This design comes from an exercise in tuning for small area, a short achievable clock period and few clock cycles per item on the open sky130 flow, not from production work.
In this exercise RTL edits were held to simulation tests only and were not proved equivalent to the original.
Power and IR drop assume default switching activity.

==> flow/design.v <==
`timescale 1ns / 1ps
package cosim_pkg;
  localparam int ELEM_W  = 16;
  localparam int MAX_LEN = 1024;
  localparam int PROD_W  = 2 * ELEM_W;
  localparam int NORM_W  = 2 * ELEM_W - 1 + $clog2(MAX_LEN);
  localparam int DOT_W   = NORM_W + 1;
  localparam int SCORE_W = 16;
  localparam int FRAC_W  = SCORE_W - 1;
  localparam int SRCH_W  = 2 * DOT_W + 2 * SCORE_W;
  localparam int MUL_STEPS = DOT_W;
  localparam int CNT_W   = $clog2(MUL_STEPS);
  localparam int BIT_W   = $clog2(SCORE_W);
  localparam int QUEUE_DEPTH_DEF = 2;
  localparam logic signed [SCORE_W-1:0] SCORE_MAX = {1'b0, {(SCORE_W-1){1'b1}}};
  localparam logic signed [SCORE_W-1:0] SCORE_MIN = {1'b1, {(SCORE_W-1){1'b0}}};
  localparam logic signed [DOT_W-1:0]   DOT_MAX   = {1'b0, {(DOT_W-1){1'b1}}};
  localparam logic signed [DOT_W-1:0]   DOT_MIN   = {1'b1, {(DOT_W-1){1'b0}}};
  localparam logic [NORM_W-1:0]         NORM_MAX  = {NORM_W{1'b1}};
  typedef struct packed {
    logic signed [DOT_W-1:0] dot;
    logic [NORM_W-1:0]       norm_a;
    logic [NORM_W-1:0]       norm_b;
  } cosim_sums_t;
endpackage
`timescale 1ns / 1ps
import cosim_pkg::*;
module cosim_front
(
  input  logic        clk,
  input  logic        rst,
  input  logic                     elem_valid,
  output logic                     elem_ready,
  input  logic signed [ELEM_W-1:0] elem_a,
  input  logic signed [ELEM_W-1:0] elem_b,
  input  logic                     elem_last,
  input  logic        q_full,
  output logic        push,
  output cosim_pkg::cosim_sums_t push_sums
);
  logic signed [PROD_W-1:0] prod_ab, prod_aa, prod_bb;
  logic                     s1_valid, s1_last, s1_adv, accept;
  logic signed [PROD_W-1:0] s1_p;
  logic [PROD_W-2:0]        s1_pa, s1_pb;
  logic signed [DOT_W-1:0]  dot;
  logic [NORM_W-1:0]        norm_a, norm_b;
  logic signed [DOT_W:0]    dot_wide;
  logic [NORM_W:0]          na_wide, nb_wide;
  logic signed [DOT_W-1:0]  dot_sat;
  logic [NORM_W-1:0]        na_sat, nb_sat;
  assign prod_ab = elem_a * elem_b;
  assign prod_aa = elem_a * elem_a;
  assign prod_bb = elem_b * elem_b;
  assign s1_adv     = s1_valid && (!s1_last || !q_full);
  assign elem_ready = !s1_valid || s1_adv;
  assign accept     = elem_valid && elem_ready;
  always_ff @(posedge clk) begin
    if (rst) begin
      s1_valid <= 1'b0;
    end else if (accept) begin
      s1_valid <= 1'b1;
    end else if (s1_adv) begin
      s1_valid <= 1'b0;
    end
  end
  always_ff @(posedge clk) begin
    if (accept) begin
      s1_last <= elem_last;
      s1_p    <= prod_ab;
      s1_pa   <= prod_aa[PROD_W-2:0];
      s1_pb   <= prod_bb[PROD_W-2:0];
    end
  end
  always_comb begin
    dot_wide = {dot[DOT_W-1], dot} + (DOT_W+1)'(s1_p);
    na_wide  = {1'b0, norm_a} + (NORM_W+1)'(s1_pa);
    nb_wide  = {1'b0, norm_b} + (NORM_W+1)'(s1_pb);
    if (dot_wide[DOT_W] != dot_wide[DOT_W-1]) begin
      dot_sat = dot_wide[DOT_W] ? DOT_MIN : DOT_MAX;
    end else begin
      dot_sat = dot_wide[DOT_W-1:0];
    end
    na_sat = na_wide[NORM_W] ? NORM_MAX : na_wide[NORM_W-1:0];
    nb_sat = nb_wide[NORM_W] ? NORM_MAX : nb_wide[NORM_W-1:0];
  end
  always_ff @(posedge clk) begin
    if (rst) begin
      dot    <= '0;
      norm_a <= '0;
      norm_b <= '0;
    end else if (s1_adv) begin
      dot    <= s1_last ? '0 : dot_sat;
      norm_a <= s1_last ? '0 : na_sat;
      norm_b <= s1_last ? '0 : nb_sat;
    end
  end
  assign push             = s1_adv && s1_last;
  assign push_sums.dot    = dot_sat;
  assign push_sums.norm_a = na_sat;
  assign push_sums.norm_b = nb_sat;
endmodule
`timescale 1ns / 1ps
import cosim_pkg::*;
module cosim_queue
#(
  parameter int DEPTH = QUEUE_DEPTH_DEF
) (
  input  logic        clk,
  input  logic        rst,
  input  logic        push,
  input  cosim_pkg::cosim_sums_t push_sums,
  output logic        full,
  input  logic        pop,
  output logic        head_valid,
  output cosim_pkg::cosim_sums_t head
);
  localparam int AW = (DEPTH > 1) ? $clog2(DEPTH) : 1;
  localparam int CW = $clog2(DEPTH + 1);
  localparam int SW = DOT_W + 2 * NORM_W;
  logic [SW-1:0] slots [DEPTH];
  logic [AW-1:0] wr_ptr, rd_ptr;
  logic [CW-1:0] count;
  assign full       = (count == CW'(DEPTH));
  assign head_valid = (count != '0);
  assign head       = slots[rd_ptr];
  always_ff @(posedge clk) begin
    if (push) begin
      slots[wr_ptr] <= push_sums;
    end
  end
  always_ff @(posedge clk) begin
    if (rst) begin
      wr_ptr <= '0;
      rd_ptr <= '0;
      count  <= '0;
    end else begin
      if (push) begin
        wr_ptr <= (wr_ptr == AW'(DEPTH - 1)) ? '0 : wr_ptr + 1'b1;
      end
      if (pop) begin
        rd_ptr <= (rd_ptr == AW'(DEPTH - 1)) ? '0 : rd_ptr + 1'b1;
      end
      if (push && !pop) begin
        count <= count + 1'b1;
      end else if (pop && !push) begin
        count <= count - 1'b1;
      end
    end
  end
endmodule
`timescale 1ns / 1ps
import cosim_pkg::*;
module cosim_back
(
  input  logic                      clk,
  input  logic                      rst,
  input  logic signed [SCORE_W-1:0] thr,
  input  logic                      q_valid,
  input  cosim_pkg::cosim_sums_t               q_head,
  output logic                      q_pop,
  output logic                      res_valid,
  input  logic                      res_ready,
  output logic signed [SCORE_W-1:0] res_score,
  output logic                      res_is_match,
  output logic                      res_zero_norm
);
  localparam logic [2:0] ST_IDLE   = 3'd0;
  localparam logic [2:0] ST_MUL    = 3'd1;
  localparam logic [2:0] ST_SRCH_A = 3'd2;
  localparam logic [2:0] ST_SRCH_B = 3'd3;
  localparam logic [2:0] ST_FIN    = 3'd4;
  logic [2:0]            st;
  logic [CNT_W-1:0]      cnt;
  logic [BIT_W-1:0]      k;
  logic                  neg, zero;
  logic [2*NORM_W-1:0]   mc_n, acc_n, acc_n_next;
  logic [NORM_W-1:0]     mp_n;
  logic [2*DOT_W-1:0]    mc_d, acc_d, acc_d_next;
  logic [DOT_W-1:0]      mp_d, dot_abs;
  logic [SRCH_W-1:0]     pk, u_acc, s_acc, x_acc, cand, lim;
  logic                  fit, out_free;
  logic [SCORE_W-1:0]    m;
  logic signed [SCORE_W-1:0] score_c;
  assign q_pop    = (st == ST_IDLE) && q_valid;
  assign out_free = !res_valid || res_ready;
  assign dot_abs  = q_head.dot[DOT_W-1] ? DOT_W'(-q_head.dot) : DOT_W'(q_head.dot);
  always_comb begin
    acc_n_next = acc_n + (mp_n[0] ? mc_n : '0);
    acc_d_next = acc_d + (mp_d[0] ? mc_d : '0);
    lim  = {{(SRCH_W-2*DOT_W-2*FRAC_W){1'b0}}, acc_d, {(2*FRAC_W){1'b0}}};
    cand = s_acc + x_acc;
    fit  = (cand <= lim);
    if (zero) begin
      score_c = '0;
    end else if (neg) begin
      score_c = m[SCORE_W-1] ? SCORE_MIN : -$signed(m);
    end else begin
      score_c = m[SCORE_W-1] ? SCORE_MAX : $signed(m);
    end
  end
  always_ff @(posedge clk) begin
    if (rst) begin
      st        <= ST_IDLE;
      res_valid <= 1'b0;
    end else begin
      if (res_valid && res_ready && st != ST_FIN) begin
        res_valid <= 1'b0;
      end
      unique case (st)
        ST_IDLE: begin
          if (q_valid) begin
            zero  <= (q_head.norm_a == '0) || (q_head.norm_b == '0);
            neg   <= q_head.dot[DOT_W-1];
            mc_n  <= (2*NORM_W)'(q_head.norm_a);
            mp_n  <= q_head.norm_b;
            mc_d  <= (2*DOT_W)'(dot_abs);
            mp_d  <= dot_abs;
            acc_n <= '0;
            acc_d <= '0;
            cnt   <= '0;
            m     <= '0;
            s_acc <= '0;
            u_acc <= '0;
            k     <= BIT_W'(SCORE_W - 1);
            st    <= ((q_head.norm_a == '0) || (q_head.norm_b == '0)) ? ST_FIN : ST_MUL;
          end
        end
        ST_MUL: begin
          acc_n <= acc_n_next;
          acc_d <= acc_d_next;
          mc_n  <= mc_n << 1;
          mc_d  <= mc_d << 1;
          mp_n  <= mp_n >> 1;
          mp_d  <= mp_d >> 1;
          cnt   <= cnt + 1'b1;
          if (cnt == CNT_W'(MUL_STEPS - 1)) begin
            pk <= {{(SRCH_W-2*NORM_W-2*FRAC_W){1'b0}}, acc_n_next, {(2*FRAC_W){1'b0}}};
            st <= ST_SRCH_A;
          end
        end
        ST_SRCH_A: begin
          x_acc <= u_acc + pk;
          st    <= ST_SRCH_B;
        end
        ST_SRCH_B: begin
          if (fit) begin
            s_acc <= cand;
            m[k]  <= 1'b1;
            u_acc <= (u_acc >> 1) + pk;
          end else begin
            u_acc <= u_acc >> 1;
          end
          pk <= pk >> 2;
          if (k == '0) begin
            st <= ST_FIN;
          end else begin
            k  <= k - 1'b1;
            st <= ST_SRCH_A;
          end
        end
        ST_FIN: begin
          if (out_free) begin
            res_valid     <= 1'b1;
            res_score     <= score_c;
            res_is_match  <= (score_c >= thr);
            res_zero_norm <= zero;
            st            <= ST_IDLE;
          end
        end
        default: st <= ST_IDLE;
      endcase
    end
  end
endmodule
`timescale 1ns / 1ps
import cosim_pkg::*;
module cosine_similarity_threshold
#(
  parameter int QUEUE_DEPTH = QUEUE_DEPTH_DEF
) (
  input  logic                      clk,
  input  logic                      rst,
  input  logic                      in_valid,
  output logic                      in_ready,
  input  logic signed [ELEM_W-1:0]  in_a,
  input  logic signed [ELEM_W-1:0]  in_b,
  input  logic                      in_last,
  output logic                      out_valid,
  input  logic                      out_ready,
  output logic signed [SCORE_W-1:0] out_score,
  output logic                      out_is_match,
  output logic                      out_zero_norm,
  input  logic                      cfg_wr_en,
  input  logic signed [SCORE_W-1:0] cfg_wr_data
);
  logic signed [SCORE_W-1:0] match_threshold;
  logic                      push, q_full, q_valid, q_pop;
  cosim_pkg::cosim_sums_t               push_sums, q_head;
  always_ff @(posedge clk) begin
    if (rst) begin
      match_threshold <= '0;
    end else if (cfg_wr_en) begin
      match_threshold <= cfg_wr_data;
    end
  end
  cosim_front u_front (
    .clk       (clk),
    .rst       (rst),
    .elem_valid (in_valid),
    .elem_ready (in_ready),
    .elem_a     (in_a),
    .elem_b     (in_b),
    .elem_last  (in_last),
    .q_full    (q_full),
    .push      (push),
    .push_sums (push_sums)
  );
  cosim_queue #(
    .DEPTH (QUEUE_DEPTH)
  ) u_queue (
    .clk        (clk),
    .rst        (rst),
    .push       (push),
    .push_sums  (push_sums),
    .full       (q_full),
    .pop        (q_pop),
    .head_valid (q_valid),
    .head       (q_head)
  );
  cosim_back u_back (
    .clk     (clk),
    .rst     (rst),
    .thr     (match_threshold),
    .q_valid (q_valid),
    .q_head  (q_head),
    .q_pop   (q_pop),
    .res_valid     (out_valid),
    .res_ready     (out_ready),
    .res_score     (out_score),
    .res_is_match  (out_is_match),
    .res_zero_norm (out_zero_norm)
  );
endmodule
==> flow/run.sh <==
#!/bin/bash
# synth_recipe.tcl (not shown) runs the flow's synth.tcl, then flattens the netlist and writes it again
# the make line also repeats each setting of config.mk as NAME=value (left out here)
make -C /OpenROAD-flow-scripts/flow DESIGN_CONFIG=/design/flow/config.mk WORK_HOME=/design/flow/orfs CLKGATE_MAP_FILE= SYNTH_SCRIPT=/design/flow/synth_recipe.tcl finish
==> flow/config.mk <==
export PLATFORM = sky130hd
export DESIGN_NAME = cosine_similarity_threshold
export DESIGN_NICKNAME = cosine_similarity_threshold
export VERILOG_FILES = /design/flow/design.v
export SDC_FILE = /design/flow/constraint.sdc
export NUM_CORES = 4
export LEC_CHECK = 0
export CAP_MARGIN = 20
export CORE_MARGIN = 2
export CORE_UTILIZATION = 40
export SLEW_MARGIN = 20
==> flow/constraint.sdc <==
create_clock -name core_clock -period 10.0 [get_ports {clk}]
set_input_delay 2.0000 -clock core_clock [delete_from_list [all_inputs] [get_ports {clk}]]
set_output_delay 2.0000 -clock core_clock [all_outputs]
set_load 0.01 [all_outputs]
==> run summary <==
-- synth_stat cells, types with 15 or more instances --
| master | instances |
|---|---|
| a211o_1 | 19 |
| a211oi_1 | 66 |
| a21boi_0 | 26 |
| a21o_1 | 527 |
| a21oi_1 | 879 |
| a221o_1 | 18 |
| a221oi_1 | 28 |
| a22o_1 | 71 |
| a31o_2 | 21 |
| a31oi_1 | 100 |
| a41oi_1 | 20 |
| and2_1 | 596 |
| and3_1 | 99 |
| and4_1 | 21 |
| buf_1 | 22 |
| buf_2 | 22 |
| clkbuf_1 | 495 |
| dfxtp_1 | 150 |
| edfxtp_1 | 1262 |
| fa_1 | 736 |
| ha_1 | 957 |
| inv_1 | 1183 |
| mux2i_1 | 223 |
| nand2_1 | 1005 |
| nand2b_1 | 96 |
| nand3_1 | 163 |
| nand4_1 | 199 |
| nor2_1 | 1023 |
| nor2b_1 | 97 |
| nor3_1 | 204 |
| nor3b_1 | 22 |
| nor4_1 | 67 |
| o2111ai_1 | 17 |
| o211ai_1 | 40 |
| o21a_1 | 84 |
| o21ai_0 | 624 |
| o21bai_1 | 140 |
| o31ai_1 | 50 |
| or2_2 | 35 |
| or3_1 | 33 |
| or4_1 | 15 |
| xnor2_1 | 460 |
| xor2_1 | 273 |
-- power by group through the flow --
stage                     logic [uW]  clock network [uW]  registers, uW
final                          28100                6060          10300
after global routing           31700                6430          10400
after CTS                      28300                6220          10300
after detailed placement       28100                   0          10400
after global placement         28000                   0          10400
after floorplan                20800                   0          10200
-- flip-flops by register name, indices dropped and copies added, names as in the netlist, 16 cells and up, named ones only --
signal	flops
u_back.s_acc	116
u_back.res_score	16
u_front.norm_a	41
u_back.acc_d	84
u_back.mc_n	82
u_back.mp_d	42
u_front.s1_pa	30
u_back.mp_n	41
u_back.u_acc	116
u_front.norm_b	41
u_back.acc_n	82
u_back.pk	112
u_front.s1_pb	30
match_threshold	16
u_back.x_acc	116
u_queue.slots	248
u_back.m	16
u_back.mc_d	84
u_front.dot	42
u_front.s1_p	32
-- path summary, 6_finish.rpt --
| check | start | to | cells past startpoint |
|---|---|---|---|
| max | u_back.x_acc[0]$_DFFE_PP_ | u_back.u_acc[74]$_SDFFCE_PN0P_ | 30 |
| min | u_front.dot[40]$_SDFFE_PP0P_ | u_front.dot[40]$_SDFFE_PP0P_ | 1 |
| max reg2reg | u_back.x_acc[0]$_DFFE_PP_ | u_back.u_acc[74]$_SDFFCE_PN0P_ | 30 |
| min reg2reg | u_front.dot[40]$_SDFFE_PP0P_ | u_front.dot[40]$_SDFFE_PP0P_ | 1 |
-- critical path, delay by kind of cell, from the launching register on --
| kind | cells | cell delay [ps] |
|---|---|---|
| AOI/OAI and AO/OA | 14 | 3930 |
| xor gates and xnor gates | 1 | 190 |
| adders and majority gates | 3 | 990 |
| buffers and inverters | 1 | 220 |
| DFF | 1 | 360 |
| and+or+nand+nor | 11 | 3250 |
-- per-stage QoR --
step	cell area, um^2	total power [uW]	instances
after floorplan	119000	30900	12393
after global placement	124000	38400	15991
after detailed placement	124000	38600	15991
after CTS	129000	44800	16288
after global routing	129000	48500	16289
final	129000	44500	16290
-- timing repair --
item                                    CTS  global route
gates resized for setup                   0             1
endpoints found under the setup margin    0            29
hold buffers                              0             0
-- logic make-up (layout without fill, tap and decap cells) --
group | Yosys count | after routing | synth area share (%)
adder cells (fa/ha/maj) | 1705 | 1705 | 22.5
AO/OA/AOI/OAI | 2869 | 2869 | 15.3
buffers and inverters | 1731 | 1687 | 5.51
flip-flops | 1412 | 1412 | 34.4
AND/OR/NAND/NOR | 3713 | 3713 | 15.0
other | 0 | 2 | 0
XOR/XNOR | 733 | 733 | 5.39
multiplexers | 230 | 230 | 1.94
-- routing by layer --
metal | share of wire, % | track usage [%] | vias up
li1 | - | - | 43018
met1 | 46 | 27.9 | 42140
met2 | 46 | 32.9 | 1797
met3 | 3.8 | 1.95 | 402
met4 | 3.7 | 7.34 | 2
met5 | 0.071 | 0 | -
-- final cells by class --
| class | instances | area (um^2) | share of cell area, % |
|---|---|---|---|
| multi-input cells | 9250 | 71700 | 55.5 |
| flip-flops and latches | 1412 | 40900 | 31.6 |
| well taps | 3939 | 4930 | 3.81 |
| inverters | 1184 | 4450 | 3.44 |
| clock buffers | 208 | 4430 | 3.43 |
| repair buffers | 206 | 1860 | 1.44 |
| clock inverters | 89 | 968 | 0.749 |
| diodes | 2 | 5.00 | 0.00387 |
==> run summary <==
* Routed length per instance at 18.9 um
* Max_slew headroom at 13.0%
* Final ANT Viol Nets at 0
* Largest cells by area after synthesis: edfxtp_1 (32%), fa_1 (12%), ha_1 (10%)
* Critical path's most frequent cell: nand4_1
* Port Buffer Count at 73
* Setup TNS at 0 ps
* Final max-slew violation count at 0
* Maximum clock insertion buffer count at 3
* Die H at 550 um
* Syn_nets at 14,140
* CTS Buf Count at 163
* Part of the power in the clock network at 13.6%
* Net Switching at 20,400 uW
* # DRC at 0
* Layout Skew at 41.3 ps
* Fmax achieved at 108 MHz
* Initial DRT Pass Iterations at 6
* Post-synth top flop: edfxtp_1
* GRT Residual Overflow at 0
* Commonest non-fill, non-tap cell in the layout: edfxtp_1
* Global Route Usage Sum at 20.2%
* Mean Syn Cell Area at 9.61 um^2
* Row cnt at 200
* Clock slew at reported path FFs at 60 ps
* Final hold violations at 0
* Synth Cell Area at 119,000 um^2
* Vias at 87,359
* Die area at 302,000 um^2
* Die Wd at 550 um
* Root Buffer: clkbuf_16
* Worst slew pin tran at 1290 ps
* CP Capture Type: flip-flop
* Switch share at 45.8%
* Max rail drop VDD at 495 uV
* Setup slack, reg-to-reg at 710 ps
* CP startpoint kind: flip-flop
* Unrepaired setup endpoints after global routing: false
* Leakage power at 0.0553 uW
* Maxcap violations at 0
* Fin nets at 13,964
* Later-pin clock latency in the skew report at 840 ps
* Area grow syn2layout at 8.58%
* Share of the synthesized area in the top cell type at 31.8%
* Initial Utilization at 40.1%
* DRT iter0 DRCs at 6,202
* Average via count per standard cell at 5.36
* Final hold slack at 464 ps
* Cell count after synthesis at 12,393
* P_int at 24,100 uW
* Sequential share of the synthesized area at 34.4%
* Antenna violations before repair at 3
* Minimum clock period at 9290 ps
* Core Box Area at 297,000 um^2
* First-pass GRT wire length at 488 mm
* Vias in the first global route at 85,798
* Hold WC Path Type: flip-flop to flip-flop
* Commonest non-fill, non-tap cells in the layout: edfxtp_1 (1,262), inv_1 (1,182), nor2_1 (1,018)
* Finished Core Util at 43.6%
* Status: no timing/DRC/antenna violations
* Post-Place Setup Slack at 330 ps
* Area leader, netlist: edfxtp_1
* Layout cells sized above 1 at 3.93%
* Final period util at 92.9%
* Critical Path AT at 9940 ps
* Final wirelength at 309 mm
* Placer Congestion at 0.932
* Distinct cells, synth at 90
* Seq cells post-synth at 1,412
* CP required at 10,650 ps
* Slowest cell on crit path: or4_1
* # fillers at 28,792
* TritonCTS clock tree: built
* Post-synth ARST share at 0%
* Critical setup path kind: flip-flop to flip-flop
* Largest net degree at the start of global routing at 186
* # setup viols final at 0
* # clock sinks at 1,412
* Setup Fix Bufs, Post-CTS at 0
* Comb pwr share at 63.2%
* Synth warn at 4
* Power Dens Cells at 344 nW/um^2
* Final setup margin at 711 ps
* Reg power frac at 23.2%
* H-tree Lvls at 4
* Worst path max stage delay at 620 ps
* Dpl hpwl at 242 mm
* CP max FO at 97
* Number of flops mapped to enable cells by yosys at 1,262
* IO Count at 74
Testbench counts, summed over its fixed seeds: cycles 74,583, vectors 1,200.

[separate check: timing with driven ports]
Ports are ideal in the flow. The routed layout listed here was re-timed in OpenROAD.
Step 1, drivers: a clkbuf_16 drives clk and a buf_2 each remaining input, both assumed.
Step 2 moves the port delays by t, midway between the first and last clock arrival at a register: inputs arrive t later, outputs are due t later. That takes back most of the time a late clock gives input paths.
Slacks: ideal / step 1 / step 2; pairs: ideal / step 1.
shift t [ns]: 0.909
setup slack, ns: 0.711 / 0.711 / 0.266
slew at the worst register clock pin (ns): 0.07 / 0.07
pins driven straight from the clock port: 1
After both steps setup and hold are still met in this run. The setup slack of this run moves by 0.000 ns with the drivers and by -0.445 ns with both steps.
